What follows belongs to an exercise in optimizing a design on an open flow for small area, a short achievable clock period and few clock cycles per item; a production flow would make more cautious choices.
In this exercise RTL edits were held to simulation tests only and were not proved equivalent to the original.

==> flow/design.v <==
`default_nettype none
package rvv_div_pkg;
  localparam int vlen_default    = 64;
  localparam int xlen            = 32;
  localparam int rob_depth_width = 4;
  localparam logic [1:0] eew8  = 2'd0;
  localparam logic [1:0] eew16 = 2'd1;
  localparam logic [1:0] eew32 = 2'd2;
  localparam logic [2:0] funct3_opmvv = 3'b010;
  localparam logic [2:0] funct3_opmvx = 3'b110;
  localparam logic [5:0] funct6_vdivu = 6'b100000;
  localparam logic [5:0] funct6_vdiv  = 6'b100001;
  localparam logic [5:0] funct6_vremu = 6'b100010;
  localparam logic [5:0] funct6_vrem  = 6'b100011;
endpackage
`default_nettype wire
`default_nettype none
module rvv_div_unit #(
  parameter int VLEN = 64
) (
  input  wire             clk,
  input  wire             rst_n,
  input  wire             uop_valid,
  input  wire  [5:0]      funct6,
  input  wire  [2:0]      funct3,
  input  wire  [1:0]      vs2_eew,
  input  wire  [VLEN-1:0] vs1_data,
  input  wire  [VLEN-1:0] vs2_data,
  input  wire  [31:0]     rs1_data,
  input  wire  [3:0]      rob_entry,
  input  wire             result_ready,
  input  wire             trap_flush,
  output logic            uop_ready,
  output logic            result_valid,
  output logic [VLEN-1:0] result_data,
  output logic [3:0]      result_rob_entry
);
  localparam int nb = VLEN / 8;
  localparam logic [1:0] st_idle = 2'd0;
  localparam logic [1:0] st_pre  = 2'd1;
  localparam logic [1:0] st_iter = 2'd2;
  localparam logic [1:0] st_post = 2'd3;
  logic [1:0]      state;
  logic            oval;
  logic [4:0]      cnt;
  logic [VLEN-1:0] a_q;     
  logic [VLEN-1:0] r_q;     
  logic [VLEN-1:0] b_q;     
  logic [1:0]      eew;
  logic            is_rem;
  logic            is_signed;
  logic            use_scalar;
  logic [3:0]      tag;
  logic [3:0]      otag;
  logic [nb-1:0]   nega;    
  logic [nb-1:0]   negb;    
  logic e8, e16, e32;
  assign e8  = (eew == 2'd0);
  assign e16 = (eew == 2'd1);
  assign e32 = !e8 && !e16;
  logic [nb-1:0] blsb;      
  always_comb begin
    for (int k = 0; k < nb; k++)
      blsb[k] = e8 || (e16 && (k % 2 == 0)) || (k % 4 == 0);
  end
  logic legal, accept, pre_go, iter_last;
  assign legal = ((funct3 == rvv_div_pkg::funct3_opmvv) ||
                  (funct3 == rvv_div_pkg::funct3_opmvx)) && (funct6[5:2] == 4'b1000);
  assign uop_ready = (state == st_idle) || (state == st_post);
  assign accept    = uop_valid && uop_ready && legal;
  assign pre_go    = (state == st_pre) && (!oval || result_ready);
  assign iter_last = (cnt == 5'd0);
  always_ff @(posedge clk or negedge rst_n) begin
    if (!rst_n) begin
      state <= st_idle;
      oval  <= 1'b0;
      cnt   <= '0;
    end else if (trap_flush) begin
      state <= st_idle;
      oval  <= 1'b0;
    end else begin
      if (oval && result_ready) oval <= 1'b0;
      case (state)
        st_idle: if (accept) state <= st_pre;
        st_pre: if (pre_go) begin
          state <= st_iter;
          cnt   <= e8 ? 5'd6 : e16 ? 5'd14 : 5'd30;
        end
        st_iter: begin
          cnt <= cnt - 5'd1;
          if (iter_last) state <= st_post;
        end
        default: begin
          state <= accept ? st_pre : st_idle;
          oval  <= 1'b1;
        end
      endcase
    end
  end
  logic [VLEN-1:0] nin, nout, lowor;
  logic [nb-1:0]   nctl, bor, abv;
  logic [nb-1:0]   sa, sb, negpost;
  logic [VLEN-1:0] bv;
  always_comb begin
    bv = b_q;
    if (use_scalar) begin
      if (e8)       bv = {nb{b_q[7:0]}};
      else if (e16) bv = {(nb/2){b_q[15:0]}};
    end
  end
  always_comb begin
    for (int k = 0; k < nb; k++) begin
      if (e8) begin
        sa[k] = a_q[k*8+7];
        sb[k] = bv[k*8+7];
      end else if (e16) begin
        sa[k] = a_q[(k/2)*16+15];
        sb[k] = bv[(k/2)*16+15];
      end else begin
        sa[k] = a_q[(k/4)*32+31];
        sb[k] = bv[(k/4)*32+31];
      end
      sa[k] = sa[k] && is_signed;
      sb[k] = sb[k] && is_signed;
      if (e8)
        negpost[k] = (nega[k] ^ negb[k]) && !(a_q[k*8+7] && a_q[k*8+6]);
      else if (e16)
        negpost[k] = (nega[k] ^ negb[k]) && !(a_q[(k/2)*16+15] && a_q[(k/2)*16+14]);
      else
        negpost[k] = (nega[k] ^ negb[k]) && !(a_q[(k/4)*32+31] && a_q[(k/4)*32+30]);
      if (is_rem) negpost[k] = nega[k];
    end
  end
  assign nin  = (state == st_post && is_rem) ? r_q : a_q;
  assign nctl = (state == st_pre) ? sa : negpost;
  always_comb begin
    for (int k = 0; k < nb; k++) begin
      bor[k] = |nin[k*8 +: 8];
      if (k == 0)       abv[k] = 1'b0;
      else if (blsb[k]) abv[k] = 1'b0;
      else              abv[k] = abv[(k+nb-1)%nb] | bor[(k+nb-1)%nb];
      for (int j = 0; j < 8; j++) begin
        if (j == 0) lowor[k*8+j] = abv[k];
        else        lowor[k*8+j] = lowor[k*8+j-1] | nin[(k*8+j+VLEN-1)%VLEN];
        nout[k*8+j] = nin[k*8+j] ^ (nctl[k] & lowor[k*8+j]);
      end
    end
  end
  logic [nb-1:0]   z7, z8, ones, bz, b1, pm, pq;
  logic [VLEN-1:0] a_pre, r_pre, b_pre;
  always_comb begin
    for (int k = 0; k < nb; k++) begin
      z7[k]   = ~|bv[k*8+1 +: 7];
      z8[k]   = z7[k] & ~bv[k*8];
      ones[k] = &bv[k*8 +: 8];
    end
    for (int k = 0; k < nb; k++) begin
      if (e8) begin
        bz[k] = z8[k];
        b1[k] = (z7[k] & bv[k*8]) | (is_signed & ones[k]);
        pm[k] = nout[k*8+7];
      end else if (e16) begin
        bz[k] = z8[k & ~1] & z8[k | 1];
        b1[k] = (z7[k & ~1] & bv[(k & ~1)*8] & z8[k | 1]) |
                (is_signed & ones[k & ~1] & ones[k | 1]);
        pm[k] = nout[(k/2)*16+15];
      end else begin
        bz[k] = z8[k & ~3] & z8[(k & ~3) + 1] & z8[(k & ~3) + 2] & z8[(k & ~3) + 3];
        b1[k] = (z7[k & ~3] & bv[(k & ~3)*8] &
                 z8[(k & ~3) + 1] & z8[(k & ~3) + 2] & z8[(k & ~3) + 3]) |
                (is_signed & ones[k & ~3] & ones[(k & ~3) + 1] &
                 ones[(k & ~3) + 2] & ones[(k & ~3) + 3]);
        pm[k] = nout[(k/4)*32+31];
      end
      pq[k] = bz[k] | (pm[k] & b1[k]);
    end
    for (int k = 0; k < nb; k++) begin
      for (int j = 0; j < 8; j++) begin
        if (j == 0 && blsb[k]) begin
          a_pre[k*8+j] = pq[k];
          r_pre[k*8+j] = pm[k] & ~b1[k];
        end else begin
          a_pre[k*8+j] = nout[(k*8+j+VLEN-1)%VLEN];
          r_pre[k*8+j] = 1'b0;
        end
        b_pre[k*8+j] = sb[k] ? bv[k*8+j] : ~bv[k*8+j];
      end
    end
  end
  logic [VLEN-1:0] x;         
  logic [nb-1:0]   rtop;      
  logic [9*nb:0]   xs, ys;
  logic [9*nb+1:0] ss;
  logic [nb-1:0]   cb, qb;
  logic [VLEN-1:0] a_it, r_it;
  always_comb begin
    for (int k = 0; k < nb; k++) begin
      for (int j = 0; j < 8; j++) begin
        if (j == 0 && blsb[k]) begin
          if (e8)       x[k*8+j] = a_q[k*8+7];
          else if (e16) x[k*8+j] = a_q[(k/2)*16+15];
          else          x[k*8+j] = a_q[(k/4)*32+31];
        end else begin
          x[k*8+j] = r_q[(k*8+j+VLEN-1)%VLEN];
        end
      end
      if (e8)       rtop[k] = r_q[k*8+7];
      else if (e16) rtop[k] = r_q[(k/2)*16+15];
      else          rtop[k] = r_q[(k/4)*32+31];
    end
    for (int k = 0; k < nb; k++) begin
      xs[9*k]           = blsb[k] ? ~negb[k] : 1'b1;
      ys[9*k]           = blsb[k] ? ~negb[k] : 1'b0;
      xs[9*k+1 +: 8]    = x[k*8 +: 8];
      ys[9*k+1 +: 8]    = b_q[k*8 +: 8];
    end
    xs[9*nb] = 1'b0;
    ys[9*nb] = 1'b0;
    ss = {1'b0, xs} + {1'b0, ys};
    for (int k = 0; k < nb; k++)
      cb[k] = ss[9*(k+1)] ^ xs[9*(k+1)] ^ ys[9*(k+1)];
    for (int k = 0; k < nb; k++) begin
      if (e8)       qb[k] = rtop[k] | cb[k];
      else if (e16) qb[k] = rtop[k] | cb[k | 1];
      else          qb[k] = rtop[k] | cb[k | 3];
    end
    for (int k = 0; k < nb; k++) begin
      for (int j = 0; j < 8; j++) begin
        r_it[k*8+j] = qb[k] ? ss[9*k+1+j] : x[k*8+j];
        if (j == 0 && blsb[k]) a_it[k*8+j] = qb[k];
        else                   a_it[k*8+j] = a_q[(k*8+j+VLEN-1)%VLEN];
      end
    end
  end
  always_ff @(posedge clk) begin
    if (uop_ready) begin
      a_q        <= vs2_data;
      b_q        <= funct3[2] ? {rs1_data, rs1_data} : vs1_data;
      eew        <= vs2_eew;
      is_rem     <= funct6[1];
      is_signed  <= funct6[0];
      use_scalar <= funct3[2];
      tag        <= rob_entry;
    end else if (pre_go) begin
      a_q  <= a_pre;
      b_q  <= b_pre;
      nega <= sa;
      negb <= sb;
    end else if (state == st_iter) begin
      a_q <= a_it;
    end
    if (pre_go)                  r_q <= r_pre;
    else if (state == st_iter)   r_q <= r_it;
    else if (state == st_post)   r_q <= nout;
    if (state == st_post) otag <= tag;
  end
  assign result_valid     = oval;
  assign result_data      = r_q;
  assign result_rob_entry = otag;
endmodule
`default_nettype wire
clock: 6.0 ns
lec_check: 0
cap_margin: 20
core_margin: 2
core_utilization: 40
slew_margin: 20
run.sh (not shown) runs the stock make flow with config.mk's settings and CLKGATE_MAP_FILE= SYNTH_SCRIPT=/design/flow/synth_recipe.tcl, a recipe that flattens the netlist after the stock synthesis.
Testbench counts at the start, summed over its fixed seeds: cycles 36,840, items 1,920.
Rerun with:
- ABC_AREA: default -> 1
- SETUP_SLACK_MARGIN: default -> 3.0
Via count is higher by 21%.
Non-clock buffer count grows by 171.
Maximum frequency went up by 51%.
Design area grows by 17%.
Sequential share of layout area decreases by 3.6 points.
Final cell count climbs by 28%.
Critical path depth rose by 8.
Clock-buffer cell count came out higher by 8.
Clock skew shrinks by 12 ps.

-- re-timing with driven ports --
The results above use ideal ports. As a check the final layouts listed here were re-extracted and re-timed, cells and wires unchanged. Step 1 assumes that a clkbuf_16 drives the clock port and a buf_2 every other input. Step 2 moves the port delays by t, midway between the first and last clock arrival at a register: inputs arrive t later, outputs are due t later. That takes back most of the time a late clock gives input paths. a / b / c = no drivers / after step 1 / after step 2; a / b = the first two.
| run | t (ns) | slack for setup (ns) | latest minus earliest clock arrival (ns) | worst register clock-pin slew, ns |
|---|---|---|---|---|
| the first run | 0.657 | 1.072 / 1.072 / 1.072 | 0.031 / 0.030 | 0.07 / 0.07 |
| the second run | 0.660 | 2.726 / 2.726 / 2.377 | 0.018 / 0.018 | 0.06 / 0.06 |
After both steps every run listed still meets setup and hold. The setup slack of the second run, which loses most, moves by 0.000 ns with the drivers and by -0.349 ns with both steps.
